Context: an optimization exercise on an open-source flow, tuned for small area, a short achievable clock period and few clock cycles per item. The choices shown serve that exercise and are no tape-out recipe.
Only simulation tests tie the RTL to the original design; equivalence was not proved.
Power figures rest on the tool's default switching activity, not on a simulated workload.

### flow/flow/run.sh
#!/bin/bash
set -euo pipefail
SETUP_MARGIN=7.5
bash standard.sh SETUP_SLACK_MARGIN=$SETUP_MARGIN "BUFFER_PORTS_ARGS=-buffer_cell sky130_fd_sc_hd__buf_4" finish > flow_standard.log 2>&1
### flow/standard.sh
#!/bin/bash
# synth_recipe.tcl (not shown) runs the flow's synth.tcl, then flattens the netlist and writes it again
# the make line also repeats each setting of config.mk as NAME=value (left out here)
make -C /OpenROAD-flow-scripts/flow DESIGN_CONFIG=/design/flow/config.mk WORK_HOME=/design/flow/orfs CLKGATE_MAP_FILE= SYNTH_SCRIPT=/design/flow/synth_recipe.tcl "${@:-finish}"
### flow/config.mk
export PLATFORM = sky130hd
export DESIGN_NAME = mlp_coproc
export DESIGN_NICKNAME = mlp_coproc
export VERILOG_FILES = /design/flow/design.v
export SDC_FILE = /design/flow/constraint.sdc
export NUM_CORES = 4
export LEC_CHECK = 0
export ABC_CLOCK_PERIOD_IN_PS = 3500
export CAP_MARGIN = 20
export CORE_MARGIN = 2
export CORE_UTILIZATION = 65
export CTS_CLUSTER_DIAMETER = 80
export CTS_CLUSTER_SIZE = 25
export SLEW_MARGIN = 20
### flow/constraint.sdc
create_clock -name core_clock -period 11.0 [get_ports {ACLK}]
set_input_delay 2.2000 -clock core_clock [delete_from_list [all_inputs] [get_ports {ACLK}]]
set_output_delay 2.2000 -clock core_clock [all_outputs]
set_load 0.01 [all_outputs]
### flow/design.v
`timescale 1ns/1ps
package coproc_pkg;
	localparam int data_width = 8;
	localparam int axis_width = 32;
	localparam int a_rows   = 64;
	localparam int a_cols   = 7;
	localparam int b_words  = 16;
	localparam int c_words  = 3;
	localparam int n_hidden = 2;
	localparam int a_words   = a_rows * a_cols;
	localparam int in_words  = a_words + b_words + c_words;
	localparam int out_words = a_rows;
	localparam int a_addr_bits   = 9;
	localparam int b_addr_bits   = 4;
	localparam int c_addr_bits   = 2;
	localparam int res_addr_bits = 6;
	localparam int acc_width  = 19;
	localparam int frac_shift = 8;
endpackage
`timescale 1ns/1ps
import coproc_pkg::*;
module mlp_coproc (
	input  logic        ACLK,
	input  logic        ARESETN,
	input  logic        s_axis_tvalid,
	input  logic [31:0] s_axis_tdata,
	output logic        s_axis_tready,
	output logic        m_axis_tvalid,
	output logic [31:0] m_axis_tdata,
	output logic        m_axis_tlast,
	input  logic        m_axis_tready
);
	localparam int L   = in_words;
	localparam int TAP = L - 3;
	localparam int NQ = 4;
	localparam logic [9*NQ-1:0] QV = {9'd350, 9'd233, 9'd117, 9'd0};
	localparam logic [1:0] n_credits = 2'd3;
	function automatic logic [8:0] inc_mod(input logic [8:0] v);
		inc_mod = (v == 9'(L - 1)) ? 9'd0 : v + 9'd1;
	endfunction
	function automatic logic [7:0] sat_hi(input logic [acc_width-1:0] v);
		sat_hi = (|v[acc_width-1:16]) ? 8'hff : v[15:8];
	endfunction
	function automatic logic in_q(input logic [8:0] dd);
		in_q = 1'b0;
		for (int m = 0; m < NQ; m++) begin
			if (dd == QV[9*m +: 9]) begin
				in_q = 1'b1;
			end
		end
	endfunction
	logic       tready_q;
	logic       in_v;
	logic [7:0] din;
	logic [8:0] widx_l;
	logic [8:0] d_l;
	logic       accept;
	logic       rdy_acc;
	logic       rdy_idle;
	logic [8:0] ts;
	logic [8:0] cidx;
	logic [2:0] kk;
	logic       rd_full;
	logic [1:0] cred;
	logic       row_go;
	logic       consume;
	logic       take;
	function automatic logic ready_for(input logic [8:0] w, input logic [8:0] dd,
		input logic full, input logic [8:0] ci);
		if (w < 9'(a_words)) begin
			ready_for = in_q(dd) && (!full || ci > w);
		end else begin
			ready_for = (w >= 9'(a_words + b_words)) || !full;
		end
	endfunction
	assign accept        = s_axis_tvalid & tready_q;
	assign s_axis_tready = tready_q;
	logic [8:0] widx_1, widx_2;
	logic [8:0] d_1, d_2;
	logic r_20, r_11, r_02;
	always_comb begin
		r_20     = ready_for(widx_2, d_l, rd_full, cidx);
		r_11     = ready_for(widx_1, d_1, rd_full, cidx);
		r_02     = ready_for(widx_l, d_2, rd_full, cidx);
		rdy_acc  = in_v ? r_20 : r_11;
		rdy_idle = in_v ? r_11 : r_02;
	end
	always_ff @(posedge ACLK) begin
		if (!ARESETN) begin
			widx_l   <= 9'd0;
			widx_1   <= 9'd1;
			widx_2   <= 9'd2;
			d_l      <= 9'(L - 1);
			d_1      <= 9'd0;
			d_2      <= 9'd1;
			in_v     <= 1'b0;
			tready_q <= 1'b1;
		end else begin
			if (in_v) begin
				widx_l <= widx_1;
				widx_1 <= widx_2;
				widx_2 <= inc_mod(widx_2);
			end else begin
				d_l <= d_1;
				d_1 <= d_2;
				d_2 <= inc_mod(d_2);
			end
			in_v     <= accept;
			tready_q <= accept ? rdy_acc : rdy_idle;
		end
		din <= s_axis_tdata[7:0];
	end
	logic is_a;
	assign is_a = (widx_l < 9'(a_words));
	logic [8*L-1:0] ring;
	always_ff @(posedge ACLK) begin
		ring <= {ring[8*(L-1)-1:0], ring[8*L-1 -: 8]};
		for (int m = 0; m < NQ; m++) begin
			if (in_v && is_a && d_l == QV[9*m +: 9]) begin
				ring[8*(QV[9*m +: 9] + 1) +: 8] <= din;
			end
		end
	end
	logic [7:0] bmem [0:b_words-1];
	logic [7:0] c0;
	logic [7:0] c1;
	logic [7:0] c2;
	always_ff @(posedge ACLK) begin
		for (int j = 0; j < b_words; j++) begin
			if (in_v && widx_l == 9'(a_words + j)) begin
				bmem[j] <= din;
			end
		end
		if (in_v && widx_l == 9'(a_words + b_words)) c0 <= din;
		if (in_v && widx_l == 9'(a_words + b_words + 1)) c1 <= din;
		if (in_v && widx_l == 9'(a_words + b_words + 2)) c2 <= din;
	end
	assign row_go  = rd_full && (kk == 3'd0) && (ts == cidx) && (cred != 2'd0);
	assign consume = (kk != 3'd0) || row_go;
	always_ff @(posedge ACLK) begin
		if (!ARESETN) begin
			ts      <= 9'd2;
			cidx    <= '0;
			kk      <= '0;
			rd_full <= 1'b0;
			cred    <= n_credits;
		end else begin
			ts <= inc_mod(ts);
			if (consume) begin
				kk <= (kk == 3'd6) ? 3'd0 : kk + 3'd1;
				if (cidx == 9'(a_words - 1)) begin
					cidx    <= '0;
					rd_full <= 1'b0;
				end else begin
					cidx <= cidx + 9'd1;
				end
			end
			if (in_v && widx_l == 9'(a_words + b_words - 1)) begin
				rd_full <= 1'b1;
				cidx    <= '0;
			end
			cred <= cred - 2'(row_go) + 2'(take);
		end
	end
	logic        v1, f0_1, f6_1;
	logic        v2, f0_2, f6_2;
	logic        v3;
	logic [7:0]  bs0, bs1;
	logic [11:0] p0l, p0h, p1l, p1h;
	logic [acc_width-1:0] acc0, acc1;
	logic [7:0]  a_now;
	assign a_now = ring[8*(TAP + 1) +: 8];
	always_ff @(posedge ACLK) begin
		if (!ARESETN) begin
			v1 <= 1'b0;
			v2 <= 1'b0;
			v3 <= 1'b0;
		end else begin
			v1 <= consume;
			v2 <= v1;
			v3 <= v2 && f6_2;
		end
	end
	always_ff @(posedge ACLK) begin
		f0_1 <= (kk == 3'd0);
		f6_1 <= (kk == 3'd6);
		bs0  <= bmem[{kk + 3'd1, 1'b0}];
		bs1  <= bmem[{kk + 3'd1, 1'b1}];
		f0_2 <= f0_1;
		f6_2 <= f6_1;
		p0l  <= a_now * bs0[3:0];
		p0h  <= a_now * bs0[7:4];
		p1l  <= a_now * bs1[3:0];
		p1h  <= a_now * bs1[7:4];
		if (v2) begin
			acc0 <= (f0_2 ? acc_width'(bmem[0]) : acc0) + acc_width'(p0l) + acc_width'({p0h, 4'd0});
			acc1 <= (f0_2 ? acc_width'(bmem[1]) : acc1) + acc_width'(p1l) + acc_width'({p1h, 4'd0});
		end
	end
	logic [7:0]  h0, h1;
	logic [7:0]  sat0;
	logic [6:2]  st;
	logic [7:0]  opc;
	logic [3:0]  opn;
	logic [11:0] prod;
	logic [16:0] osum;
	logic        yv;
	logic [7:0]  y;
	assign sat0 = sat_hi(acc0);
	always_ff @(posedge ACLK) begin
		if (!ARESETN) begin
			st <= '0;
			yv <= 1'b0;
		end else begin
			st <= {st[5:2], v3};
			yv <= st[6];
		end
	end
	always_ff @(posedge ACLK) begin
		if (v3) begin
			h0 <= sat0;
			h1 <= sat_hi(acc1);
		end
		opc  <= (v3 || st[2]) ? c1 : c2;
		opn  <= v3 ? sat0[3:0] : st[2] ? h0[7:4] : st[3] ? h1[3:0] : h1[7:4];
		prod <= opc * opn;
		if (st[3] || st[4] || st[5] || st[6]) begin
			osum <= (st[3] ? 17'(c0) : osum) + ((st[4] || st[6]) ? 17'({prod, 4'd0}) : 17'(prod));
		end
	end
	assign y = osum[16] ? 8'hff : osum[15:8];
	logic       e0_v, e1_v, e2_v;
	logic [8:0] e0, e1, e2;
	logic [8:0] yl;
	logic [5:0] rcnt;
	assign take = e0_v && m_axis_tready;
	assign yl   = {rcnt == 6'd63, y};
	always_ff @(posedge ACLK) begin
		if (!ARESETN) begin
			e0_v <= 1'b0;
			e1_v <= 1'b0;
			e2_v <= 1'b0;
			rcnt <= '0;
		end else begin
			if (yv) begin
				rcnt <= rcnt + 6'd1;
			end
			if (take) begin
				e0_v <= e1_v || yv;
				e1_v <= e2_v || (e1_v && yv);
				e2_v <= e2_v && yv;
			end else if (!e0_v) begin
				e0_v <= yv;
			end else if (!e1_v) begin
				e1_v <= yv;
			end else if (!e2_v) begin
				e2_v <= yv;
			end
		end
	end
	always_ff @(posedge ACLK) begin
		if (take) begin
			e0 <= e1_v ? e1 : yl;
			e1 <= e2_v ? e2 : yl;
			e2 <= yl;
		end else if (!e0_v) begin
			e0 <= yl;
		end else if (!e1_v) begin
			e1 <= yl;
		end else if (!e2_v) begin
			e2 <= yl;
		end
	end
	assign m_axis_tvalid = e0_v;
	assign m_axis_tdata  = {24'd0, e0[7:0]};
	assign m_axis_tlast  = e0[8];
endmodule
==> impl_metrics.toml, run 1 <==
[sta]
post-route-period-util_pct = 32.6
relSlewSlack_pct = 27.4
fin_skew_ns = 0.0431
finalSetupTns_ns = 0
setup_violations = 0
fin_ws_ns = 7.41
worst_slew_pin_slew_ns = 1.08
rsz0062_at_grt = "yes"
worst_hold_slack_ns = 0.297
timing.fmax_mhz = 279
min_period_ns = 3.59
final-hold-violation-count = 0
slew_violations = 0

[routing]
drc_errors = 0
drtIter0Drc = 1791
wl_per_cell_um = 14.9
vias = 38731
first_pass_iters = 5
antenna_left = 0
wl_met3_mm = 4.39
wl_met1_mm = 64.7
vias_per_cell = 4.68
dr_wl_met2_mm = 51.3
routed_wl_mm = 124
top_layer_used = "met5"

[worst_setup_path]
timing.rr.end = "prod[11]"
regToRegSetupSlack_ns = 7.66
r2r_cells = 11
startpoint_type = "flop"
r2r-start = "opn[3]"
crit_buf_inv = 1
cp_num_cells = 1
cp_top_family = "flip-flops"
startpoint = "e0[4]"
worstPathCellList = "buf_6"
max_stage_delay_ns = 0.41
crit_slowest_cell = "edfxtp_1"
cp_max_fo = 1
worst_setup_path_end_kind = "output pin"
cp_data_arrival_time_ns = 1.39
crit_required_ns = 8.80
setup.worst_path.class = "reg2out"
crit_end = "m_axis_tdata[4]"

[hold_path]
hold_class = "reg2reg"

[die]
die_y_um = 395
initial_core_util_pct = 65.5
placeableCoreArea_um2 = 152000
die_area_um2 = 156000
ios = 71
std_cell_rows = 143
die_w_um = 395

[cts]
cts.sink_count = 4180
numCtsBuffers = 189
htreeDepth = 4
tritoncts = "yes"
clkSlewWorstSetupHoldPaths_ns = 0.09
cts_buffer_depth = 3
clock_tree.root_cell = "clkbuf_16"
clock_latency_ns = 0.84

[pwr]
power.density_nw_per_um2 = 216
p_leak_nw = 43.3
peakVddDrop_mv = 0.198

[global_route]
grt_pass1_wl_mm = 203
grt_pass1_vias = 38685
antenna_found_initial = 4
grt_max_degree = 48
grt-ovfl-total = 0
grt_usage_pct = 16.2

[placed_design]
place_ws_ns = 6.83
io_buffers = 22
gp_routability_congestion = 0.791
detailed_place_hpwl_mm = 69.3

[run]
maxCapViolCount = 0

[layout]
layout-drive-gt1-share_pct = 6.62
multi_input_area_um2 = 12300
regArea_um2 = 86200
finalNetCount = 6502
syn_to_final_growth_pct = 8.26
diodes = 0
nFillCells = 9812

[synthesis]
synth_edf_count = 246
synth.cell_area_um2 = 99400
async_flop_share_pct = 0
synth_area_leaders = "dfxtp_1 (79%), edfxtp_1 (7.4%), ha_1 (2.3%)"
ys_ff_latch = 4180
ys_warn_count = 2
synth_most_common_cell = "dfxtp_1"
synth_cell_types = 75
seq_area_frac_synth_pct = 86.6
syn_inst = 6027
syn_avg_cell_area_um2 = 16.5
yosys.area.top_type_share_pct = 79.2
ys.flop_type = "dfxtp_1"
synth_common_cells = "dfxtp_1 (3934), edfxtp_1 (246), nor2_1 (204), ha_1 (183), inv_1 (176)"
synth_largest_area_cell = "dfxtp_1"

[status]
status = "timing/DRC/antenna clean"
## worst min-delay path by stage
stage / start / end / slack (ns) / cells after the start
6_report: ring[1969] / ring[1977] / 0.30 / 0
5_1_grt: ring[1204] / ring[1212] / 0.30 / 0
4_1_cts: ring[1204] / ring[1212] / 0.29 / 0
3_5_place_dp: ring[1045] / ring[1053] / 0.31 / 0
3_3_place_gp: ring[2244] / ring[2252] / 0.31 / 0
2_1_floorplan: f0_1 / f0_2 / 0.31 / 0
## stage by stage
| step | total power [mW] | instance area [um2] | instances | util [%] |
|---|---|---|---|---|
| finish | 23.2 | 108000 | 8283 | 70.9 |
| global route | 24.0 | 108000 | 8283 | 70.9 |
| CTS | 23.5 | 107000 | 8275 | 70.8 |
| detailed placement | 16.0 | 102000 | 8032 | 67.1 |
| global placement | 16.0 | 102000 | 8032 | 67.1 |
| floorplan | 15.9 | 99500 | 6050 | - |
## state kept, by name, indices dropped and copies added (netlist names), 9 cells and up
register / flops
acc0: 19
acc1: 19
bmem: 128
cidx: 9
d_1: 9
d_2: 9
d_l: 9
e0: 9
e1: 9
e2: 9
osum: 17
p0h: 12
p0l: 12
p1h: 12
p1l: 12
prod: 12
ring: 3736
ts: 9
widx_1: 9
widx_2: 9
widx_l: 9
## cells by family (layout without fill, tap and decap cells)
group | Yosys count | in the layout | share of synthesized area (%)
XOR/XNOR | 117 | 117 | 1.03
buffers and inverters | 275 | 478 | 1.14
multiplexers | 134 | 134 | 1.46
other | 1 | 24 | 0.00377
AND/OR/NAND/NOR | 684 | 684 | 3.44
adder cells (fa/ha/maj) | 262 | 262 | 3.89
flip-flops | 4180 | 4180 | 86.6
AO/OA/AOI/OAI | 374 | 374 | 2.40
## cell usage in the layout (no fill, tap or decap), types with 9 or more instances in the layout
cell type / n
dfxtp_1: 3919
edfxtp_1: 246
nor2_1: 204
clkbuf_16: 192
ha_1: 183
inv_1: 176
and2_1: 132
nand2_1: 126
a21oi_1: 118
mux2_2: 78
fa_1: 78
xnor2_1: 68
o21ai_0: 61
mux2i_1: 55
nor2b_1: 50
xor2_1: 49
buf_4: 43
nor3_1: 34
nand3_1: 32
a21o_1: 27
nand2b_1: 26
nand4_1: 24
conb_1: 24
a31oi_1: 20
and3_1: 16
clkbuf_1: 16
o211ai_1: 14
a211oi_1: 13
buf_6: 13
a21oi_2: 12
o21bai_1: 12
o21a_1: 11
nor4_1: 11
a221oi_1: 10
dfxtp_2: 9
## power breakdown
part / switching [mW] / total, mW / internal (mW) / leakage [nW]
clock: 4.33 / 7.58 / 3.25 / 2.62
sequential: 0.0581 / 15.4 / 15.3 / 33.9
combinational: 0.160 / 0.277 / 0.117 / 6.73
total: 4.55 / 23.2 / 18.7 / 43.3
## repair_timing
item,in CTS,in global routing
setup buffers,2,7
endpoints found under the hold margin,0,0
hold buffers,0,0
cloned,1,1
resized for setup,27,35
pin swaps,0,9
endpoints found under the setup margin,37,30
## final cells by class
cell class | instances | area share (%)
Timing Repair Buffer | 60 | 0.527
Multi-Input combinational cell | 1595 | 11.5
Clock inverter | 29 | 0.445
Clock buffer | 211 | 4.55
Inverter | 178 | 0.621
Sequential cell | 4180 | 80.1
Tap cell | 2030 | 2.36
## layer usage
metal,track usage [%],vias to the layer above
met4,5.18,4
li1,-,19617
met1,24.5,18480
met5,0,-
met3,2.92,210
met2,23.8,420
Testbench counts, summed over its fixed seeds: cycles 18,592, frames 32.
==> run 2, diff against run 1 <==
==> flow/flow/run.sh (replaced) <==
#!/bin/bash
set -euo pipefail
SETUP_MARGIN=7.5
bash standard.sh SETUP_SLACK_MARGIN=$SETUP_MARGIN "BUFFER_PORTS_ARGS=-buffer_cell sky130_fd_sc_hd__buf_4" MATCH_CELL_FOOTPRINT=0 finish > flow_standard.log 2>&1
--- a/flow/config.mk
+++ b/flow/config.mk
@@ -9,5 +9,5 @@
 export CAP_MARGIN = 20
 export CORE_MARGIN = 2
-export CORE_UTILIZATION = 65
+export CORE_UTILIZATION = 40
 export CTS_CLUSTER_DIAMETER = 80
 export CTS_CLUSTER_SIZE = 25
==> run 2 against run 1 <==
  * Still clean
  * Sequential share of layout area is 1.4 points lower
  * Worst setup slack worse by 0.014 ns
  * Sequential power hardly changed
  * Critical path depth stayed put
  * Combinational power is 4% higher
  * Non-clock buffer count is 5 lower
  * Worst hold slack worse by 0.054 ns
  * Synthesized area stayed put
  * Flip-flop and latch count stayed put
  * Critical path type unchanged
  * Highest routed layer is now met4
==> impl_metrics.toml, run 2 <==
[global_route]
antenna_found_initial = 5
grt_usage_pct = 9.93
grt-ovfl-total = 0
grt_pass1_vias = 39209
grt_pass1_wl_mm = 206
grt_max_degree = 56

[placed_design]
post_dp_cell_area_um2 = 104000
io_buffers = 22
place_ws_ns = 6.60
detailed_place_hpwl_mm = 70.0
gp_routability_congestion = 0.772

[synthesis]
syn_inst = 6027
synth_most_common_cell = "dfxtp_1"
ys.flop_type = "dfxtp_1"
synth.cell_area_um2 = 99400
synth_largest_area_cell = "dfxtp_1"
synth_common_cells = "dfxtp_1 (3934), edfxtp_1 (246), nor2_1 (204), ha_1 (183), inv_1 (176)"
yosys.area_share.simple_pct = 3.44
synth_cell_types = 75
synth_edf_count = 246
synth_compound_gate_area_share_pct = 2.40
synthAdderAreaFrac_pct = 3.89
ys_warn_count = 2
synth_area_leaders = "dfxtp_1 (79%), edfxtp_1 (7.4%), ha_1 (2.3%)"
syn_avg_cell_area_um2 = 16.5
seq_area_frac_synth_pct = 86.6
muxShareOfSynthArea_pct = 1.46
synth_top_family_by_area = "adder cells"
async_flop_share_pct = 0
yosys.area.top_type_share_pct = 79.2
synth-xor-area-share_pct = 1.03
ys_ff_latch = 4180

[cts]
numCtsBuffers = 192
cts_hold_buf = 0
clock_latency_ns = 0.86
clkSlewWorstSetupHoldPaths_ns = 0.09
tritoncts = "yes"
htreeDepth = 4
cts.sink_count = 4180
cts_buffer_depth = 3
clock_tree.root_cell = "clkbuf_16"

[hold_path]
hold_path_startpoint = "ring[2939]"
hold_class = "reg2reg"

[worst_setup_path]
crit_required_ns = 8.80
max_stage_delay_ns = 0.40
cp_data_arrival_time_ns = 1.40
r2r_cells = 11
regToRegSetupSlack_ns = 7.63
r2r-start = "f0_2"
cp_num_cells = 1
crit_slowest_cell = "edfxtp_1"
cp_top_family = "flip-flops"
crit_buf_inv = 1
cp_max_fo = 1
crit_end = "m_axis_tdata[5]"
setup.worst_path.class = "reg2out"
worstPathCellList = "buf_6"
startpoint = "e0[5]"
startpoint_type = "flop"
timing.rr.end = "acc0[17]"
worst_setup_path_end_kind = "output pin"

[sta]
rsz0062_at_grt = "yes"
fin_skew_ns = 0.0934
setup_violations = 0
relSlewSlack_pct = 32.8
fin_ws_ns = 7.40
min_period_ns = 3.60
post-route-period-util_pct = 32.8
timing.fmax_mhz = 278
finalSetupTns_ns = 0
worst_slew_pin_slew_ns = 1.01
final-hold-violation-count = 0
slew_violations = 0
worst_hold_slack_ns = 0.243

[die]
die_w_um = 503
std_cell_rows = 183
ios = 71
placeableCoreArea_um2 = 248000
die_y_um = 503
die_area_um2 = 253000
initial_core_util_pct = 40.1

[run]
maxCapViolCount = 0

[routing]
first_pass_iters = 5
wl_per_cell_um = 13.0
vias_per_cell = 4.05
antenna_left = 0
drc_errors = 0
drtIter0Drc = 2097
vias = 38787
routed_wl_mm = 125

[pwr]
peakVddDrop_mv = 0.158
power.density_nw_per_um2 = 214
p_leak_nw = 43.3

[status]
status = "timing/DRC/antenna clean"

[layout]
largest_register = "ring"
largest_register_ffs = 3736
finalNetCount = 6500
layout-drive-gt1-share_pct = 6.83
final_common_cell = "dfxtp_1"
layout_common_cells = "dfxtp_1 (3910), edfxtp_1 (246), nor2_1 (203)"
final_cell_area_um2 = 110000
nFillCells = 21491
syn_to_final_growth_pct = 10.2
final_core_util_pct = 44.2
reg_top3 = "ring: 3736 flops, bmem: 128 flops"
## run 2: worst reg2reg max path: cells and delay by family (launching register included)
family                   cells  cell delay, ns
AO/OA/AOI/OAI                5            1.12
adder cells (fa/ha/maj)      2            0.80
flip-flops                   1            0.44
multiplexers                 1            0.37
buffers and inverters        1            0.17
XOR/XNOR                     1            0.14
AND/OR/NAND/NOR              1            0.08
## run 2: area by class of cell
class,count,area [um2],share of cell area (%)
multi-input combinational,1595,12400,11.3
tap,3330,4170,3.80
timing repair buffer,55,549,0.501
clock inverter,34,723,0.660
inverter,178,671,0.612
sequential,4180,86200,78.7
clock buffer,209,4880,4.45
antenna,1,2.50,0.00228
## run 2: worst min-delay path by stage
stage	to	slack, ns	cells past startpoint
6_report	ring[2947]	0.24	0
5_1_grt	ring[2728]	0.24	0
4_1_cts	ring[2728]	0.23	0
3_5_place_dp	ring[1001]	0.31	0
3_3_place_gp	ring[3151]	0.31	0
2_1_floorplan	f0_2	0.31	0
## run 2: metal layers
layer | vias to the layer above | routed length [um] | global-route usage (%) | part of all wire, %
li1 | 19591 | - | - | -
met1 | 18562 | 65700 | 14.7 | 53
met2 | 414 | 51000 | 14.4 | 41
met3 | 220 | 4560 | 2.02 | 3.7
met4 | 0 | 3280 | 3.39 | 2.6
met5 | - | 0 | 0 | 0
## run 2: kinds of logic (layout without fill, tap and decap cells)
logic type / Yosys count / after routing
flip-flops: 4180 / 4180
AND/OR/NAND/NOR: 684 / 684
AO/OA/AOI/OAI: 374 / 374
buffers and inverters: 275 / 476
adder cells (fa/ha/maj): 262 / 262
multiplexers: 134 / 134
XOR/XNOR: 117 / 117
other: 1 / 25
## run 2: report_power, final
part	internal (mW)	total (mW)	switching, mW	leakage, nW
Combinational	0.120	0.287	0.167	6.72
Sequential	15.3	15.4	0.0586	33.9
Clock	3.31	7.76	4.45	2.70
Total	18.7	23.4	4.67	43.3
## run 2: per-stage QoR
stage | std cells | power (mW)
after CTS | 9574 | 23.7
after global routing | 9582 | 24.3
after floorplan | 6050 | 15.9
after global placement | 9325 | 16.0
after detailed placement | 9326 | 16.0
final | 9582 | 23.4
## run 2: what timing repair did
action	CTS	global route
cloned	1	1
endpoints found under the setup margin	34	30
pin swaps	1	14
setup buffers	4	6
gates resized for setup	35	47
==> run 3, diff against run 2 <==
--- a/flow/design.v
+++ b/flow/design.v
@@ -42,8 +42,8 @@
 		sat_hi = (|v[acc_width-1:16]) ? 8'hff : v[15:8];
 	endfunction
-	function automatic logic in_q(input logic [8:0] dd);
+	function automatic logic in_q(input logic [8:0] dd, input int k);
 		in_q = 1'b0;
 		for (int m = 0; m < NQ; m++) begin
-			if (dd == QV[9*m +: 9]) begin
+			if (dd == 9'((int'(QV[9*m +: 9]) + L - k) % L)) begin
 				in_q = 1'b1;
 			end
@@ -66,8 +66,8 @@
 	logic       consume;
 	logic       take;
-	function automatic logic ready_for(input logic [8:0] w, input logic [8:0] dd,
+	function automatic logic ready_for(input logic [8:0] w, input logic q_ok,
 		input logic full, input logic [8:0] ci);
 		if (w < 9'(a_words)) begin
-			ready_for = in_q(dd) && (!full || ci > w);
+			ready_for = q_ok && (!full || ci > w);
 		end else begin
 			ready_for = (w >= 9'(a_words + b_words)) || !full;
@@ -77,10 +77,9 @@
 	assign s_axis_tready = tready_q;
 	logic [8:0] widx_1, widx_2;
-	logic [8:0] d_1, d_2;
 	logic r_20, r_11, r_02;
 	always_comb begin
-		r_20     = ready_for(widx_2, d_l, rd_full, cidx);
-		r_11     = ready_for(widx_1, d_1, rd_full, cidx);
-		r_02     = ready_for(widx_l, d_2, rd_full, cidx);
+		r_20     = ready_for(widx_2, in_q(d_l, 0), rd_full, cidx);
+		r_11     = ready_for(widx_1, in_q(d_l, 1), rd_full, cidx);
+		r_02     = ready_for(widx_l, in_q(d_l, 2), rd_full, cidx);
 		rdy_acc  = in_v ? r_20 : r_11;
 		rdy_idle = in_v ? r_11 : r_02;
@@ -92,6 +91,4 @@
 			widx_2   <= 9'd2;
 			d_l      <= 9'(L - 1);
-			d_1      <= 9'd0;
-			d_2      <= 9'd1;
 			in_v     <= 1'b0;
 			tready_q <= 1'b1;
@@ -102,7 +99,5 @@
 				widx_2 <= inc_mod(widx_2);
 			end else begin
-				d_l <= d_1;
-				d_1 <= d_2;
-				d_2 <= inc_mod(d_2);
+				d_l <= inc_mod(d_l);
 			end
 			in_v     <= accept;
==> flow/flow/run.sh (replaced) <==
#!/bin/bash
set -euo pipefail
SETUP_MARGIN=7.5
bash standard.sh SETUP_SLACK_MARGIN=$SETUP_MARGIN "BUFFER_PORTS_ARGS=-buffer_cell sky130_fd_sc_hd__buf_4" finish > flow_standard.log 2>&1
--- a/flow/config.mk
+++ b/flow/config.mk
@@ -9,5 +9,5 @@
 export CAP_MARGIN = 20
 export CORE_MARGIN = 2
-export CORE_UTILIZATION = 40
+export CORE_UTILIZATION = 65
 export CTS_CLUSTER_DIAMETER = 80
 export CTS_CLUSTER_SIZE = 25
==> run 3 against run 2 <==
  * Flip-flop and latch count is 18 lower
  * Total power is 0.72% lower
  * Final cell count fell by 14%
  * Largest cell class unchanged
  * Still clean
  * Cell area decreased by 2.1%
  * Synthesized area shrank 0.64%
  * Largest power group unchanged
  * Worst setup slack improved by 0.062 ns
  * Wire length is 2.9% lower
  * Maximum frequency up 1.8%
  * Highest routed layer is now met5
==> impl_metrics.toml, run 3 <==
[status]
status = "timing/DRC/antenna clean"

[synthesis]
synth.cell_area_um2 = 98800
yosys.area.top_type_share_pct = 79.4
syn_inst = 5952
async_flop_share_pct = 0
ys.flop_type = "dfxtp_1"
seq_area_frac_synth_pct = 86.8
ys_ff_latch = 4162
synth_edf_count = 246
syn_avg_cell_area_um2 = 16.6
synth_area_leaders = "dfxtp_1 (79%), edfxtp_1 (7.5%), ha_1 (2.3%)"
ys_warn_count = 2
synth_common_cells = "dfxtp_1 (3916), edfxtp_1 (246), ha_1 (183), nor2_1 (181), inv_1 (171)"
synth_most_common_cell = "dfxtp_1"
synth_cell_types = 76
synth_largest_area_cell = "dfxtp_1"

[placed_design]
io_buffers = 22
dp.cells = 7960
detailed_place_hpwl_mm = 68.3
post_dp_cell_area_um2 = 101000
gp_routability_congestion = 0.796

[sta]
rsz0062_at_grt = "yes"
min_period_ns = 3.54
finalSetupTns_ns = 0
relSlewSlack_pct = 33.4
final-hold-violation-count = 0
timing.fmax_mhz = 282
worst_slew_pin_slew_ns = 0.995
fin_skew_ns = 0.0301
post-route-period-util_pct = 32.2
setup_violations = 0
slew_violations = 0

[layout]
layout-drive-gt1-share_pct = 7.35
largest_register_ffs = 3736
final_core_util_pct = 70.9
fin_cells = 8222
finalNetCount = 6444
largest_register = "ring"
reg_top3 = "ring: 3736 flops, bmem: 128 flops"
final_cell_area_um2 = 107000
final_common_cell = "dfxtp_1"
layout_common_cells = "dfxtp_1 (3892), edfxtp_1 (246), clkbuf_16 (193)"
syn_to_final_growth_pct = 8.62

[worst_setup_path]
cp_data_arrival_time_ns = 1.34
worst_setup_path_end_kind = "output pin"
cp_max_fo = 1
timing.rr.end = "p0h[11]"
cp_top_family = "flip-flops"
cp_num_cells = 1
startpoint_type = "flop"
regToRegSetupSlack_ns = 7.54
crit_slowest_cell = "edfxtp_1"
crit_end = "m_axis_tdata[0]"
crit_buf_inv = 1
startpoint = "e0[0]"
r2r-start = "ring[3722]"
max_stage_delay_ns = 0.41
worstPathCellList = "buf_6"
crit_required_ns = 8.80
setup.worst_path.class = "reg2out"
r2r_cells = 13

[routing]
antenna_left = 0
wl_met1_mm = 62.8
routed_wl_mm = 121
drc_errors = 0
dr_wl_met2_mm = 49.4
drtIter0Drc = 1843
vias = 38179
wl_per_cell_um = 14.7
wl_met3_mm = 4.87
first_pass_iters = 4
top_layer_used = "met5"
vias_per_cell = 4.64

[cts]
cts_buffer_depth = 3
cts_hold_buf = 0
clkSlewWorstSetupHoldPaths_ns = 0.09
clock_latency_ns = 0.82
cts.sink_count = 4162
tritoncts = "yes"
htreeDepth = 4
numCtsBuffers = 189
clock_tree.root_cell = "clkbuf_16"

[pwr]
p_leak_nw = 43.0
peakVddDrop_mv = 0.184
power.density_nw_per_um2 = 216
power_mw = 23.2

[global_route]
grt_max_degree = 59
grt_pass1_wl_mm = 198
antenna_found_initial = 8
grt-ovfl-total = 0
grt_pass1_vias = 38197
grt_usage_pct = 15.8

[die]
initial_core_util_pct = 65.3
die_y_um = 394
die_area_um2 = 155000
placeableCoreArea_um2 = 151000
std_cell_rows = 143
ios = 71
die_w_um = 394

[run]
maxCapViolCount = 0

[hold_path]
hold_depth = 0
hold_class = "reg2reg"
run 3: cell count changes in the layout (fill, tap and decap cells not counted), moves of 10 or more:
cell / previous run / this run
mux2i_1: 55 / 30
nor2_1: 203 / 180
dfxtp_1: 3910 / 3892
xnor2_1: 68 / 85
xor2_1: 49 / 34
buf_4: 36 / 49
nand2_1: 126 / 136
run 3: kinds of logic after synthesis:
group / synth area share (%)
compound gates: 2.40
flops: 86.8
buf+inv: 1.10
mux: 1.40
fa+ha+maj: 3.92
xor+xnor: 1.07
simple gates: 3.28
other cells: 0.00380
run 3: timing repair:
action	in CTS	in global routing
cloned	1	1
pin swaps	2	24
setup buffers	9	13
resized for setup	40	49
setup endpoints to repair	43	34
run 3: how the worst min path moves through the flow:
stage,slack [ns],to,from
after detailed placement,0.31,ring[1529],ring[1521]
after global placement,0.31,ring[3476],ring[3468]
final,0.31,ring[3389],ring[3381]
after floorplan,0.31,ring[3720],ring[3712]
after global routing,0.31,ring[3510],ring[3502]
after CTS,0.31,ring[3510],ring[3502]
run 3: metrics by stage:
step,setup slack (ns),hold slack [ns]
floorplan,7.51,0.310
global placement,6.90,0.310
detailed placement,6.88,0.312
CTS,7.38,0.310
global route,7.38,0.310
finish,7.46,0.313
run 3: layout make-up:
type,instances,area (um2)
antenna,1,2.50
clock buffer,211,4890
clock inverter,25,469
fill,9992,44100
inverter,172,646
multi-input combinational,1549,12300
sequential,4162,85800
tap,2030,2540
timing repair buffer,72,673
run 3: report_power, final:
group          switching [mW]  internal [mW]  leakage, nW  total, mW
logic                   0.214          0.167         6.67      0.380
clock network            4.28           3.26         2.60       7.53
registers              0.0779           15.2         33.8       15.3
total                    4.57           18.7         43.0       23.2
run 3: per-layer routing:
metal | track usage [%] | up-vias
li1 | - | 19390
met4 | 5.69 | 4
met5 | 0 | -
met3 | 2.99 | 244
met1 | 24.0 | 18044
met2 | 22.8 | 497
Testbench counts of run 3, summed over its fixed seeds: cycles 18,592, frames 32.
==> run 4, diff against run 3 <==
--- a/flow/design.v
+++ b/flow/design.v
@@ -188,8 +188,6 @@
 		p1l  <= a_now * bs1[3:0];
 		p1h  <= a_now * bs1[7:4];
-		if (v2) begin
-			acc0 <= (f0_2 ? acc_width'(bmem[0]) : acc0) + acc_width'(p0l) + acc_width'({p0h, 4'd0});
-			acc1 <= (f0_2 ? acc_width'(bmem[1]) : acc1) + acc_width'(p1l) + acc_width'({p1h, 4'd0});
-		end
+		acc0 <= (f0_2 ? acc_width'(bmem[0]) : acc0) + acc_width'(p0l) + acc_width'({p0h, 4'd0});
+		acc1 <= (f0_2 ? acc_width'(bmem[1]) : acc1) + acc_width'(p1l) + acc_width'({p1h, 4'd0});
 	end
 	logic [7:0]  h0, h1;
@@ -220,7 +218,5 @@
 		opn  <= v3 ? sat0[3:0] : st[2] ? h0[7:4] : st[3] ? h1[3:0] : h1[7:4];
 		prod <= opc * opn;
-		if (st[3] || st[4] || st[5] || st[6]) begin
-			osum <= (st[3] ? 17'(c0) : osum) + ((st[4] || st[6]) ? 17'({prod, 4'd0}) : 17'(prod));
-		end
+		osum <= (st[3] ? 17'(c0) : osum) + ((st[4] || st[6]) ? 17'({prod, 4'd0}) : 17'(prod));
 	end
 	assign y = osum[16] ? 8'hff : osum[15:8];
==> run 4 against run 3 <==
  * Maximum frequency decreased by 1.0%
  * Synthesized area fell by 0.70%
  * Wire length grew 0.35%
  * Still clean on timing, DRC and antenna
  * Worst setup slack worse by 0.037 ns
  * Cell area fell by 0.58%
  * Synthesized cell count down 0.22%
==> impl_metrics.toml, run 4 <==
[status]
status = "timing/DRC/antenna clean"

[layout]
diodes = 0
largest_register = "ring"
syn_to_final_growth_pct = 8.76
layout_common_cells = "dfxtp_1 (3949), nor2_1 (201), clkbuf_16 (192)"
finalNetCount = 6436
reg_top3 = "ring: 3736 flops, bmem: 128 flops"
final_common_cell = "dfxtp_1"
nFillCells = 9716
layout-drive-gt1-share_pct = 7.38
largest_register_ffs = 3736

[die]
std_cell_rows = 142
die_w_um = 392
die_y_um = 392
die_area_um2 = 154000
ios = 71
placeableCoreArea_um2 = 150000
initial_core_util_pct = 65.5

[pwr]
p_int_mw = 18.8
p_clk_share_pct = 31.7
p_leak_nw = 43.0
p_seq_share_pct = 65.4
peakVddDrop_mv = 0.180
p_sw_share_pct = 20.1
power.switching_mw = 4.71
power_frac_comb_pct = 2.9
power.density_nw_per_um2 = 220
power_mw = 23.5

[routing]
first_pass_iters = 9
drc_errors = 0
drtIter0Drc = 1640
wl_per_cell_um = 14.8
vias_per_cell = 4.62
routed_wl_mm = 121
antenna_left = 0
vias = 37888

[synthesis]
synth_common_cells = "dfxtp_1 (3971), nor2_1 (204), edfxtp_1 (191), ha_1 (183), inv_1 (160)"
ys_warn_count = 2
async_flop_share_pct = 0
syn_inst = 5939
synth_area_leaders = "dfxtp_1 (81%), edfxtp_1 (5.8%), ha_1 (2.3%)"
yosys.area.top_type_share_pct = 81.0
synth_largest_area_cell = "dfxtp_1"
synth_edf_count = 191
synth.cell_area_um2 = 98100
synth_cell_types = 69
ys_ff_latch = 4162
seq_area_frac_synth_pct = 86.9
syn_avg_cell_area_um2 = 16.5
synth_most_common_cell = "dfxtp_1"
ys.flop_type = "dfxtp_1"

[worst_setup_path]
r2r_cells = 13
r2r-start = "f0_2"
cp_num_cells = 1
crit_buf_inv = 1
worst_setup_path_end_kind = "output pin"
max_stage_delay_ns = 0.40
startpoint_type = "flop"
setup.worst_path.class = "reg2out"
cp_max_fo = 1
crit_required_ns = 8.80
cp_top_family = "flip-flops"
worstPathCellList = "buf_6"
startpoint = "e0[0]"
crit_end = "m_axis_tdata[0]"
crit_slowest_cell = "edfxtp_1"
timing.rr.end = "acc1[16]"
regToRegSetupSlack_ns = 7.54
cp_data_arrival_time_ns = 1.38

[global_route]
grt-ovfl-total = 0
grt_pass1_vias = 37824
grt_usage_pct = 16.0
grt_pass1_wl_mm = 197
grt_max_degree = 56
antenna_found_initial = 5

[cts]
tritoncts = "yes"
clock_latency_ns = 0.83
clock_tree.root_cell = "clkbuf_16"
numCtsBuffers = 188
cts.sink_count = 4162
cts_buffer_depth = 3
htreeDepth = 4
clkSlewWorstSetupHoldPaths_ns = 0.10

[sta]
setup_violations = 0
worst_slew_pin_slew_ns = 0.904
final-hold-violation-count = 0
post-route-period-util_pct = 32.5
slew_violations = 0
rsz0062_at_grt = "yes"
relSlewSlack_pct = 39.5
fin_skew_ns = 0.0463
finalSetupTns_ns = 0
min_period_ns = 3.58
timing.fmax_mhz = 279

[hold_path]
hold_class = "reg2reg"
hold_depth = 0

[placed_design]
io_buffers = 22
detailed_place_hpwl_mm = 68.1
gp_routability_congestion = 0.797

[run]
maxCapViolCount = 0
run 4: final cells by class:
cell class              instances  area, um2  share of cell area [%]
flip-flops and latches       4162      85300                    79.9
repair buffers                 74        738                   0.692
inverters                     161        604                   0.566
well taps                    2016       2520                    2.36
clock inverters                23        383                   0.359
multi-input cells            1551      12300                    11.5
clock buffers                 211       4850                    4.55
run 4: per-stage QoR:
stage	std cells	cell area, um2	util (%)	hold slack [ns]	setup WS [ns]
floorplan	5962	98200	-	0.310	7.50
global placement	7931	101000	67.2	0.310	6.94
detailed placement	7931	101000	67.2	0.312	6.94
CTS	8177	106000	70.9	0.284	7.31
global route	8198	107000	71.2	0.301	7.33
finish	8198	107000	71.2	0.294	7.42
run 4: worst min-delay path by stage:
stage	endpoint	start
finish	ring[3486]	ring[3478]
global route	ring[3486]	ring[3478]
CTS	ring[3426]	ring[3418]
detailed placement	ring[1087]	ring[1079]
global placement	ring[3312]	ring[3304]
floorplan	ring[3720]	ring[3712]
run 4: timing repair:
item / in CTS / in global routing
cloned: 2 / 1
pin swaps: 1 / 29
resized for setup: 28 / 70
setup endpoints to repair: 32 / 31
hold buffers: 0 / 0
setup buffers: 10 / 20
run 4: routing by layer:
metal  up-vias  share of wire, %  global-route usage [%]
met5         -             0.011                       0
met1     17910                52                    24.1
met2       438                42                    23.8
met3       207               3.5                    3.08
met4         2               2.2                    4.66
li1      19331                 -                       -
run 4: cell families (layout without fill, tap and decap cells):
| group | after synthesis | count (layout) | share of synthesized area (%) |
|---|---|---|---|
| XOR/XNOR | 118 | 118 | 1.05 |
| AO/OA/AOI/OAI | 378 | 378 | 2.44 |
| multiplexers | 118 | 118 | 1.34 |
| flip-flops | 4162 | 4162 | 86.9 |
| AND/OR/NAND/NOR | 651 | 651 | 3.29 |
| adder cells (fa/ha/maj) | 262 | 262 | 3.95 |
| other | 1 | 24 | 0.00382 |
| buffers and inverters | 249 | 469 | 1.05 |
run 4: power by group through the flow:
stage          clock network, mW  logic (mW)  registers, mW
2_1_floorplan                  0       0.463           15.7
5_1_grt                     8.24       0.749           15.4
3_5_place_dp                   0       0.604           15.7
6_report                    7.45       0.673           15.4
4_1_cts                     7.70       0.640           15.4
3_3_place_gp                   0       0.588           15.7
Testbench counts of run 4, summed over its fixed seeds: cycles 18,592, frames 32.
==> run 5, diff against run 4 <==
--- a/flow/design.v
+++ b/flow/design.v
@@ -33,6 +33,6 @@
 	localparam int L   = in_words;
 	localparam int TAP = L - 3;
-	localparam int NQ = 4;
-	localparam logic [9*NQ-1:0] QV = {9'd350, 9'd233, 9'd117, 9'd0};
+	localparam int NQ = 2;
+	localparam logic [9*NQ-1:0] QV = {9'd233, 9'd0};
 	localparam logic [1:0] n_credits = 2'd3;
 	function automatic logic [8:0] inc_mod(input logic [8:0] v);
@@ -250,19 +250,29 @@
 		end
 	end
-	always_ff @(posedge ACLK) begin
+	logic [8:0] e0_n;
+	logic [8:0] od;
+	always_comb begin
 		if (take) begin
-			e0 <= e1_v ? e1 : yl;
+			e0_n = e1_v ? e1 : yl;
+		end else if (!e0_v) begin
+			e0_n = yl;
+		end else begin
+			e0_n = e0;
+		end
+	end
+	always_ff @(posedge ACLK) begin
+		e0 <= e0_n;
+		od <= e0_n;
+		if (take) begin
 			e1 <= e2_v ? e2 : yl;
 			e2 <= yl;
-		end else if (!e0_v) begin
-			e0 <= yl;
-		end else if (!e1_v) begin
+		end else if (e0_v && !e1_v) begin
 			e1 <= yl;
-		end else if (!e2_v) begin
+		end else if (e1_v && !e2_v) begin
 			e2 <= yl;
 		end
 	end
 	assign m_axis_tvalid = e0_v;
-	assign m_axis_tdata  = {24'd0, e0[7:0]};
-	assign m_axis_tlast  = e0[8];
+	assign m_axis_tdata  = {24'd0, od[7:0]};
+	assign m_axis_tlast  = od[8];
 endmodule
==> flow/flow/run.sh (replaced) <==
#!/bin/bash
set -euo pipefail
SETUP_MARGIN=7.55
bash standard.sh SETUP_SLACK_MARGIN=$SETUP_MARGIN "BUFFER_PORTS_ARGS=-buffer_cell sky130_fd_sc_hd__buf_4" finish > flow_standard.log 2>&1
==> run 5 against run 4 <==
  * Die area is 0.43% lower
  * Count of clock-buffer cells in the layout down 11
  * Via count decreased by 1.6%
  * Still clean
  * Highest routed layer is now met4
  * Maximum frequency grew 0.58%
  * Sequential share of layout area grew 0.60 points
==> impl_metrics.toml, run 5 <==
[cts]
cts_hold_buf = 0
clock_tree.root_cell = "clkbuf_16"
cts.sink_count = 4162
numCtsBuffers = 189
tritoncts = "yes"
clkSlewWorstSetupHoldPaths_ns = 0.10
clock_latency_ns = 0.80
htreeDepth = 4
cts_buffer_depth = 3

[routing]
drc_errors = 0
first_pass_iters = 5
antenna_left = 0
vias = 37283
routed_wl_mm = 116
wl_per_cell_um = 14.3
drtIter0Drc = 1564
vias_per_cell = 4.60

[layout]
diodes = 0
largest_register = "ring"
layout_common_cells = "dfxtp_1 (3952), clkbuf_16 (193), edfxtp_1 (191)"
final_common_cell = "dfxtp_1"
finalNetCount = 6348
syn_to_final_growth_pct = 8.40
layout-drive-gt1-share_pct = 6.73
largest_register_ffs = 3736
fin_cells = 8104
reg_top3 = "ring: 3736 flops, bmem: 128 flops"

[hold_path]
hold_path_startpoint = "ring[3447]"
hold_depth = 0
hold_end = "ring[3455]"
hold_class = "reg2reg"

[sta]
rsz0062_at_grt = "yes"
relSlewSlack_pct = 30.1
timing.fmax_mhz = 281
fin_skew_ns = 0.0504
min_period_ns = 3.56
worst_slew_pin_slew_ns = 1.04
post-route-period-util_pct = 32.3
setup_violations = 0
slew_violations = 0
final-hold-violation-count = 0
finalSetupTns_ns = 0

[worst_setup_path]
r2r_cells = 14
cp_data_arrival_time_ns = 1.36
worstPathCellList = "buf_6"
worst_setup_path_end_kind = "output pin"
startpoint_type = "flop"
cp_max_fo = 1
crit_buf_inv = 1
timing.rr.end = "p1l[10]"
r2r-start = "ring[3722]"
max_stage_delay_ns = 0.41
crit_slowest_cell = "edfxtp_1"
regToRegSetupSlack_ns = 7.63
crit_required_ns = 8.80
cp_top_family = "flip-flops"
setup.worst_path.class = "reg2out"

[synthesis]
seq_area_frac_synth_pct = 87.3
synth_largest_area_cell = "dfxtp_1"
syn_inst = 5855
synth_edf_count = 191
yosys.area.top_type_share_pct = 81.4
ys_warn_count = 2
synth_area_leaders = "dfxtp_1 (81%), edfxtp_1 (5.9%), ha_1 (2.3%)"
ys_ff_latch = 4162
ys.flop_type = "dfxtp_1"
synth.cell_area_um2 = 97700
synth_common_cells = "dfxtp_1 (3971), edfxtp_1 (191), ha_1 (183), inv_1 (173), nor2_1 (167)"
async_flop_share_pct = 0
synth_most_common_cell = "dfxtp_1"
synth_cell_types = 74
syn_avg_cell_area_um2 = 16.7

[global_route]
grt-ovfl-total = 0
grt_pass1_vias = 36789
antenna_found_initial = 5
grt_max_degree = 61
grt_pass1_wl_mm = 191
grt_usage_pct = 15.3

[die]
die_y_um = 392
die_w_um = 392
placeableCoreArea_um2 = 150000
initial_core_util_pct = 65.3
die_area_um2 = 153000
std_cell_rows = 142
ios = 71

[pwr]
p_leak_nw = 42.8
peakVddDrop_mv = 0.198
power.density_nw_per_um2 = 221

[placed_design]
dp.cells = 7856
detailed_place_hpwl_mm = 62.9
gp_routability_congestion = 0.809
io_buffers = 22

[status]
status = "timing/DRC/antenna clean"

[run]
maxCapViolCount = 0
-- run 5: report_power, final --
part	switching, mW	leakage (nW)	internal, mW
clock network	4.28	2.59	3.26
registers	0.0723	33.7	15.3
logic	0.310	6.45	0.254
-- run 5: cell families (layout without fill, tap and decap cells) --
kind of cell | after synthesis | in the layout | share of synthesized area, %
muxes | 105 | 105 | 1.26
adders and majority gates | 262 | 262 | 3.96
xor gates and xnor gates | 111 | 111 | 0.995
AOI/OAI and AO/OA | 331 | 331 | 2.17
buffers and inverters | 252 | 462 | 1.07
DFF | 4162 | 4162 | 87.3
other | 1 | 24 | 0.00384
and+or+nand+nor | 631 | 631 | 3.28
-- run 5: cell type report --
class / count / area, um2
Timing Repair Buffer: 59 / 544
Clock inverter: 29 / 484
Multi-Input combinational cell: 1464 / 11600
Clock buffer: 200 / 4810
Fill cell: 9868 / 43700
Sequential cell: 4162 / 85300
Tap cell: 2016 / 2520
Inverter: 174 / 653
-- run 5: what timing repair did --
action                                  in CTS  in global routing
endpoints found under the setup margin      42                 32
setup buffers                                9                  6
pin swaps                                    1                  6
hold endpoints to repair                     0                  0
resized for setup                           28                 40
gates cloned                                 0                  2
-- run 5: metal layers --
layer,share of wire (%),global-route usage (%)
met1,54,24.1
met2,40,21.6
met3,3.3,2.83
met4,2.3,4.53
met5,0,0
-- run 5: per-stage QoR --
step | utilization, % | cell area [um2] | setup WS (ns) | power, mW | hold WS [ns]
floorplan | - | 97800 | 7.60 | 16.1 | 0.310
global placement | 67.0 | 100000 | 7.01 | 16.2 | 0.309
detailed placement | 67.0 | 100000 | 7.01 | 16.2 | 0.312
CTS | 70.6 | 106000 | 7.36 | 23.7 | 0.289
global route | 70.8 | 106000 | 7.34 | 24.3 | 0.305
finish | 70.8 | 106000 | 7.44 | 23.4 | 0.296
-- run 5: worst max-delay path by stage --
| stage | start | to | depth (start not counted) | slack [ns] |
|---|---|---|---|---|
| floorplan | ring[3720] | p1h[11] | 13 | 7.60 |
| global placement | ring[3720] | p1h[11] | 12 | 7.01 |
| detailed placement | ring[3720] | p1h[11] | 12 | 7.01 |
| CTS | od[3] | m_axis_tdata[3] | 1 | 7.36 |
| global route | od[6] | m_axis_tdata[6] | 1 | 7.34 |
| finish | od[3] | m_axis_tdata[3] | 1 | 7.44 |
Testbench counts of run 5, summed over its fixed seeds: cycles 18,592, frames 32.
==> run 6, diff against run 5 <==
--- a/flow/design.v
+++ b/flow/design.v
@@ -51,4 +51,6 @@
 	endfunction
 	logic       tready_q;
+	logic       tready_n;
+	logic       busy_q;
 	logic       in_v;
 	logic [7:0] din;
@@ -74,6 +76,7 @@
 		end
 	endfunction
-	assign accept        = s_axis_tvalid & tready_q;
+	assign accept        = s_axis_tvalid & !busy_q;
 	assign s_axis_tready = tready_q;
+	assign tready_n      = accept ? rdy_acc : rdy_idle;
 	logic [8:0] widx_1, widx_2;
 	logic r_20, r_11, r_02;
@@ -93,4 +96,5 @@
 			in_v     <= 1'b0;
 			tready_q <= 1'b1;
+			busy_q   <= 1'b0;
 		end else begin
 			if (in_v) begin
@@ -102,5 +106,6 @@
 			end
 			in_v     <= accept;
-			tready_q <= accept ? rdy_acc : rdy_idle;
+			tready_q <= tready_n;
+			busy_q   <= !tready_n;
 		end
 		din <= s_axis_tdata[7:0];
@@ -225,9 +230,19 @@
 	logic [8:0] yl;
 	logic [5:0] rcnt;
-	assign take = e0_v && m_axis_tready;
-	assign yl   = {rcnt == 6'd63, y};
+	logic e0_e;
+	logic e0_v_n;
+	assign take = !e0_e && m_axis_tready;
+	always_comb begin
+		if (take) begin
+			e0_v_n = e1_v || yv;
+		end else begin
+			e0_v_n = !e0_e || yv;
+		end
+	end
+	assign yl = {rcnt == 6'd63, y};
 	always_ff @(posedge ACLK) begin
 		if (!ARESETN) begin
 			e0_v <= 1'b0;
+			e0_e <= 1'b1;
 			e1_v <= 1'b0;
 			e2_v <= 1'b0;
@@ -237,13 +252,12 @@
 				rcnt <= rcnt + 6'd1;
 			end
+			e0_v <= e0_v_n;
+			e0_e <= !e0_v_n;
 			if (take) begin
-				e0_v <= e1_v || yv;
 				e1_v <= e2_v || (e1_v && yv);
 				e2_v <= e2_v && yv;
-			end else if (!e0_v) begin
-				e0_v <= yv;
-			end else if (!e1_v) begin
+			end else if (!e0_e && !e1_v) begin
 				e1_v <= yv;
-			end else if (!e2_v) begin
+			end else if (e1_v && !e2_v) begin
 				e2_v <= yv;
 			end
@@ -255,5 +269,5 @@
 		if (take) begin
 			e0_n = e1_v ? e1 : yl;
-		end else if (!e0_v) begin
+		end else if (e0_e) begin
 			e0_n = yl;
 		end else begin
@@ -267,5 +281,5 @@
 			e1 <= e2_v ? e2 : yl;
 			e2 <= yl;
-		end else if (e0_v && !e1_v) begin
+		end else if (!e0_e && !e1_v) begin
 			e1 <= yl;
 		end else if (e1_v && !e2_v) begin
==> flow/flow/run.sh (replaced) <==
#!/bin/bash
set -euo pipefail
SETUP_MARGIN=7.6
bash standard.sh SETUP_SLACK_MARGIN=$SETUP_MARGIN "BUFFER_PORTS_ARGS=-buffer_cell sky130_fd_sc_hd__buf_4" finish > flow_standard.log 2>&1
==> run 6 against run 5 <==
  * Die area increased by 0.14%
  * Still clean
  * Final cell count is 0.44% higher
  * Synthesized cell count grew 0.58%
  * Worst setup slack worse by 0.030 ns
  * Count of clock-buffer cells in the layout rose by 10
  * Global-route usage is 0.087 points lower
  * Synthesized area grew 0.15%
  * Non-clock buffer count is 4 lower
  * Total power fell by 1.4%
  * Register-to-register slack worse by 0.08 ns
  * Sequential power hardly changed
  * Wire length shrank 0.63%
==> impl_metrics.toml, run 6 <==
[placed_design]
post_dp_cell_area_um2 = 100000
io_buffers = 22
dp.cells = 7886
detailed_place_hpwl_mm = 64.3
gp_routability_congestion = 0.798

[synthesis]
synth_top_family_by_area = "adder cells"
ys_ff_latch = 4164
synth-xor-area-share_pct = 0.985
ys.flop_type = "dfxtp_1"
synth_compound_gate_area_share_pct = 2.27
synth_area_leaders = "dfxtp_1 (81%), edfxtp_1 (5.9%), ha_1 (2.3%)"
synth_cell_types = 71
synth_most_common_cell = "dfxtp_1"
synth_edf_count = 191
synthAdderAreaFrac_pct = 3.96
seq_area_frac_synth_pct = 87.2
muxShareOfSynthArea_pct = 1.18
synth_common_cells = "dfxtp_1 (3973), edfxtp_1 (191), ha_1 (183), inv_1 (178), nor2_1 (146)"
synth.cell_area_um2 = 97800
yosys.area_share.simple_pct = 3.34
syn_avg_cell_area_um2 = 16.6
async_flop_share_pct = 0
ys_warn_count = 2
yosys.area.top_type_share_pct = 81.3
synth_largest_area_cell = "dfxtp_1"
syn_inst = 5889

[sta]
worst_slew_pin_slew_ns = 1.07
final-hold-violation-count = 0
post-route-period-util_pct = 32.6
setup_violations = 0
slew_violations = 0
timing.fmax_mhz = 279
rsz0062_at_grt = "yes"
finalSetupTns_ns = 0
relSlewSlack_pct = 28.3
min_period_ns = 3.59
fin_skew_ns = 0.0574

[layout]
final_cell_area_um2 = 106000
reg_top3 = "ring: 3736 flops, bmem: 128 flops"
layout_common_cells = "dfxtp_1 (3958), edfxtp_1 (191), clkbuf_16 (190)"
final_core_util_pct = 70.8
largest_register_ffs = 3736
layout-drive-gt1-share_pct = 6.53
syn_to_final_growth_pct = 8.35
largest_register = "ring"
regArea_um2 = 85300
finalNetCount = 6378
multi_input_area_um2 = 11800
fin_cells = 8140
nFillCells = 9787
final_common_cell = "dfxtp_1"

[hold_path]
hold_depth = 0
hold_class = "reg2reg"
hold_end = "ring[1846]"
hold_path_startpoint = "ring[1838]"

[cts]
clock_latency_ns = 0.82
clock_tree.root_cell = "clkbuf_16"
htreeDepth = 4
cts_hold_buf = 0
clkSlewWorstSetupHoldPaths_ns = 0.09
cts.sink_count = 4164
numCtsBuffers = 189
tritoncts = "yes"
cts_buffer_depth = 3

[global_route]
grt-ovfl-total = 0
grt_pass1_wl_mm = 190
grt_usage_pct = 15.2
grt_max_degree = 61
grt_pass1_vias = 37024
antenna_found_initial = 4

[worst_setup_path]
worstPathCellList = "buf_6"
startpoint_type = "flop"
crit_buf_inv = 1
r2r_cells = 13
regToRegSetupSlack_ns = 7.55
setup.worst_path.class = "reg2out"
max_stage_delay_ns = 0.43
crit_slowest_cell = "edfxtp_1"
r2r-start = "ring[3721]"
cp_num_cells = 1
timing.rr.end = "p0h[11]"
cp_max_fo = 1
cp_data_arrival_time_ns = 1.39
crit_required_ns = 8.80
worst_setup_path_end_kind = "output pin"
cp_top_family = "flip-flops"

[die]
ios = 71
die_area_um2 = 154000
initial_core_util_pct = 65.4
placeableCoreArea_um2 = 150000
std_cell_rows = 142
die_w_um = 392
die_y_um = 392

[pwr]
power.density_nw_per_um2 = 218
power_mw = 23.1
peakVddDrop_mv = 0.175
p_leak_nw = 42.8

[routing]
first_pass_iters = 5
drc_errors = 0
drtIter0Drc = 1626
wl_per_cell_um = 14.1
vias_per_cell = 4.60
vias = 37416
routed_wl_mm = 115
antenna_left = 0

[run]
maxCapViolCount = 0

[status]
status = "timing/DRC/antenna clean"
-- run 6: per-layer routing --
layer	vias up	global-route usage [%]	wire [um]
met5	-	0	0
met4	0	4.88	2620
met3	194	2.84	3780
met2	377	21.5	46300
met1	17774	23.8	62100
li1	19071	-	-
-- run 6: how the worst max path moves through the flow --
stage	startpoint	endpoint	slack, ns
detailed placement	ring[3722]	p0h[11]	6.96
floorplan	ring[3721]	p0h[11]	7.60
CTS	od[8]	m_axis_tlast	7.32
finish	od[8]	m_axis_tlast	7.41
global placement	ring[3722]	p0h[11]	6.99
global route	od[8]	m_axis_tlast	7.32
-- run 6: power by group --
part / leakage (nW) / switching, mW / internal (mW)
registers: 33.7 / 0.0761 / 15.2
clock network: 2.54 / 4.26 / 3.19
logic: 6.51 / 0.196 / 0.160
total: 42.8 / 4.53 / 18.6
-- run 6: timing repair --
action                                  4_1_cts  5_1_grt
resized for setup                            37       40
setup buffers                                10        8
gates cloned                                  1        0
pin swaps                                     5       22
endpoints found under the setup margin       38       32
-- run 6: layout make-up --
type / instances / area share [%]
flip-flops and latches: 4164 / 80.5
multi-input cells: 1492 / 11.1
clock buffers: 210 / 4.56
well taps: 2016 / 2.38
inverters: 178 / 0.630
repair buffers: 55 / 0.475
clock inverters: 24 / 0.378
diodes: 1 / 0.00236
-- run 6: stage by stage --
stage	setup WS, ns	hold slack [ns]
2_1_floorplan	7.60	0.310
3_3_place_gp	6.99	0.310
3_5_place_dp	6.96	0.312
4_1_cts	7.32	0.300
5_1_grt	7.32	0.319
6_report	7.41	0.306
-- run 6: cell families after synthesis --
family	count (synthesis)
xor gates and xnor gates	110
adders and majority gates	262
DFF	4164
buffers and inverters	256
AOI/OAI and AO/OA	358
other	1
and+or+nand+nor	633
muxes	105
Testbench counts of run 6, summed over its fixed seeds: cycles 18,592, frames 32.
==> run 7, diff against run 6 <==
--- a/flow/design.v
+++ b/flow/design.v
@@ -227,5 +227,5 @@
 	assign y = osum[16] ? 8'hff : osum[15:8];
 	logic       e0_v, e1_v, e2_v;
-	logic [8:0] e0, e1, e2;
+	logic [8:0] e1, e2;
 	logic [8:0] yl;
 	logic [5:0] rcnt;
@@ -265,4 +265,5 @@
 	end
 	logic [8:0] e0_n;
+	logic [8:0] e0_i;
 	logic [8:0] od;
 	always_comb begin
@@ -272,10 +273,10 @@
 			e0_n = yl;
 		end else begin
-			e0_n = e0;
-		end
-	end
-	always_ff @(posedge ACLK) begin
-		e0 <= e0_n;
-		od <= e0_n;
+			e0_n = ~e0_i;
+		end
+	end
+	always_ff @(posedge ACLK) begin
+		e0_i <= ~e0_n;
+		od   <= e0_n;
 		if (take) begin
 			e1 <= e2_v ? e2 : yl;
==> run 7 against run 6 <==
  * Global-route usage hardly changed
  * Maximum frequency is 3.8% higher
  * Worst setup slack better by 0.13 ns
  * Count of clock-buffer cells in the layout is 5 lower
  * Utilization hardly changed
  * Total power hardly changed
  * Register-to-register slack hardly changed
  * First-iteration DRC count is 0.92% higher
  * Flip-flop and latch count is 9 higher
  * Combinational power is 9.3% higher
  * Via count is 0.59% higher
  * Largest cell class unchanged
  * Largest power group unchanged
  * Highest routed layer unchanged
==> impl_metrics.toml, run 7 <==
[status]
status = "timing/DRC/antenna clean"

[worst_setup_path]
regToRegSetupSlack_ns = 7.56
crit_buf_inv = 1
setup.worst_path.class = "reg2out"
worstPathCellList = "buf_6"
startpoint_type = "flop"
cp_top_family = "flip-flops"
cp_max_fo = 1
timing.rr.end = "p0h[11]"
max_stage_delay_ns = 0.34
cp_data_arrival_time_ns = 1.26
r2r-start = "bs0[5]"
worst_setup_path_end_kind = "output pin"
crit_required_ns = 8.80
crit_slowest_cell = "dfxtp_2"
r2r_cells = 12

[placed_design]
place_ws_ns = 6.97
detailed_place_hpwl_mm = 63.2
io_buffers = 22
gp_routability_congestion = 0.794

[cts]
tritoncts = "yes"
clock_latency_ns = 0.80
htreeDepth = 4
cts.sink_count = 4173
clock_tree.root_cell = "clkbuf_16"
cts_buffer_depth = 3
numCtsBuffers = 187
clkSlewWorstSetupHoldPaths_ns = 0.09

[die]
placeableCoreArea_um2 = 150000
die_y_um = 392
std_cell_rows = 142
die_area_um2 = 154000
ios = 71
die_w_um = 392
initial_core_util_pct = 65.4

[sta]
slew_violations = 0
fin_ws_ns = 7.54
finalSetupTns_ns = 0
fin_skew_ns = 0.0359
rsz0062_at_grt = "yes"
final-hold-violation-count = 0
post-route-period-util_pct = 31.4
worst_hold_slack_ns = 0.316
worst_slew_pin_slew_ns = 1.11
relSlewSlack_pct = 25.8
timing.fmax_mhz = 289
setup_violations = 0
min_period_ns = 3.46

[layout]
largest_register = "ring"
layout-drive-gt1-share_pct = 6.87
nFillCells = 9700
largest_register_ffs = 3736
reg_top3 = "ring: 3736 flops, bmem: 128 flops"
syn_to_final_growth_pct = 8.33
final_core_util_pct = 70.8
finalNetCount = 6390
regArea_um2 = 85400
multi_input_area_um2 = 11700
final_common_cell = "dfxtp_1"
layout_common_cells = "dfxtp_1 (3962), clkbuf_16 (188), inv_1 (187)"

[hold_path]
hold_depth = 0
hold_end = "ring[2118]"
hold_path_startpoint = "ring[2110]"
hold_class = "reg2reg"

[global_route]
grt_usage_pct = 15.2
grt-ovfl-total = 0
antenna_found_initial = 5
grt_max_degree = 56
grt_pass1_wl_mm = 190
grt_pass1_vias = 36675

[synthesis]
yosys.area.top_type_share_pct = 81.6
synth_area_leaders = "dfxtp_1 (82%), edfxtp_1 (5.6%), ha_1 (2.3%)"
synth_cell_types = 67
synth.cell_area_um2 = 98000
ys_warn_count = 2
synth_common_cells = "dfxtp_1 (3991), inv_1 (186), ha_1 (183), edfxtp_1 (182), nand2_1 (156)"
synth_largest_area_cell = "dfxtp_1"
seq_area_frac_synth_pct = 87.1
synth_edf_count = 182
ys.flop_type = "dfxtp_1"
async_flop_share_pct = 0
ys_ff_latch = 4173
syn_avg_cell_area_um2 = 16.6
synth_most_common_cell = "dfxtp_1"
syn_inst = 5901

[routing]
wl_per_cell_um = 14.1
antenna_left = 0
routed_wl_mm = 115
drtIter0Drc = 1641
drc_errors = 0
vias = 37635
vias_per_cell = 4.62
first_pass_iters = 5

[run]
maxCapViolCount = 0

[pwr]
peakVddDrop_mv = 0.171
power.density_nw_per_um2 = 218
p_leak_nw = 42.9
run 7: cell types whose count changed after synthesis, moves of 7 or more:
cell	previous run	this run
a21oi_1	123	111
a221oi_1	6	13
dfxtp_1	3973	3991
edfxtp_1	191	182
inv_1	178	186
mux2i_1	37	29
mux4_2	2	14
nand2_1	134	156
nor2_1	146	155
nor2b_1	70	45
o21ai_0	79	70
run 7: worst max path at each step:
stage,startpoint,end,slack (ns),cells after the start
2_1_floorplan,ring[3721],p0h[11],7.60,13
3_3_place_gp,ring[3721],p0h[11],7.00,12
3_5_place_dp,ring[3721],p0h[11],6.97,12
4_1_cts,tready_q,s_axis_tready,7.45,1
5_1_grt,tready_q,s_axis_tready,7.45,1
6_report,tready_q,s_axis_tready,7.54,1
run 7: area by class of cell:
cell class | count | share of cell area, %
timing repair buffer | 61 | 0.557
antenna | 2 | 0.00472
clock inverter | 21 | 0.329
multi-input combinational | 1482 | 11.1
clock buffer | 205 | 4.51
inverter | 187 | 0.662
sequential | 4173 | 80.5
tap | 2016 | 2.38
run 7: cells by family after synthesis:
| family | after synthesis | share of synthesized area (%) |
|---|---|---|
| flip-flops | 4173 | 87.1 |
| multiplexers | 103 | 1.31 |
| AO/OA/AOI/OAI | 345 | 2.22 |
| buffers and inverters | 269 | 1.14 |
| AND/OR/NAND/NOR | 641 | 3.27 |
| other | 1 | 0.00383 |
| adder cells (fa/ha/maj) | 262 | 3.95 |
| XOR/XNOR | 107 | 0.957 |
run 7: metal layers:
layer / track usage (%) / vias to the layer above / part of all wire [%]
met5: 0 / - / 0
met2: 21.0 / 415 / 40
li1: - / 19137 / -
met3: 2.85 / 208 / 3.5
met1: 24.5 / 17875 / 55
met4: 4.43 / 0 / 2.2
run 7: where the power goes:
part	switching (mW)	internal (mW)	total, mW
Combinational	0.209	0.180	0.388
Sequential	0.0745	15.3	15.3
Clock	4.25	3.15	7.40
Total	4.53	18.6	23.1
run 7: metrics by stage:
| stage | std cells | total power [mW] | cell area [um2] |
|---|---|---|---|
| final | 8147 | 23.1 | 106000 |
| after global routing | 8145 | 24.0 | 106000 |
| after CTS | 8135 | 23.4 | 106000 |
| after detailed placement | 7896 | 16.1 | 100000 |
| after global placement | 7896 | 16.0 | 100000 |
| after floorplan | 5924 | 16.0 | 98100 |
run 7: repair_timing:
action                                  in CTS  in global routing
pin swaps                                    2                 18
setup buffers                               11                 10
hold buffers                                 0                  0
cloned                                       2                  0
gates resized for setup                     52                 41
endpoints found under the setup margin      40                 30
Testbench counts of run 7, summed over its fixed seeds: cycles 18,592, frames 32.

==> what the ideal ports hide <==
Ports are ideal in the flow. The routed layouts listed here were re-timed in OpenROAD. Step 1 sets driving cells, clkbuf_16 on the clock port and buf_2 on the other inputs (assumed; they add their load-dependent delay and slew). Step 2 also shifts input and output timing later by t, the mid clock arrival at the registers, as if the neighbouring blocks saw the same clock. Three values: no drivers, after step 1, after step 2; two values: the first two.
run	shift t [ns]	setup WS [ns]	worst setup path after step 2	slew at the worst register clock pin (ns)	worst data-port slew with drivers (ns)
run 1	0.902	7.411 / 7.331 / 6.875	input to register	0.10 / 0.10	0.10
run 2	0.896	7.397 / 7.315 / 6.789	input to register	0.10 / 0.10	0.09
run 3	0.877	7.459 / 7.384 / 6.946	input to register	0.10 / 0.10	0.08
run 4	0.893	7.422 / 7.341 / 6.980	input to register	0.10 / 0.10	0.13
run 5	0.857	7.443 / 7.369 / 7.329	input to register	0.10 / 0.10	0.05
run 6	0.865	7.412 / 7.336 / 7.271	input to register	0.10 / 0.10	0.04
run 7	0.863	7.542 / 7.466 / 7.357	input to register	0.10 / 0.10	0.04
After both steps setup and hold are still met in every run listed. For run 2, which loses most, drivers alone change the setup slack by -0.082 ns; drivers and shift together by -0.608 ns.
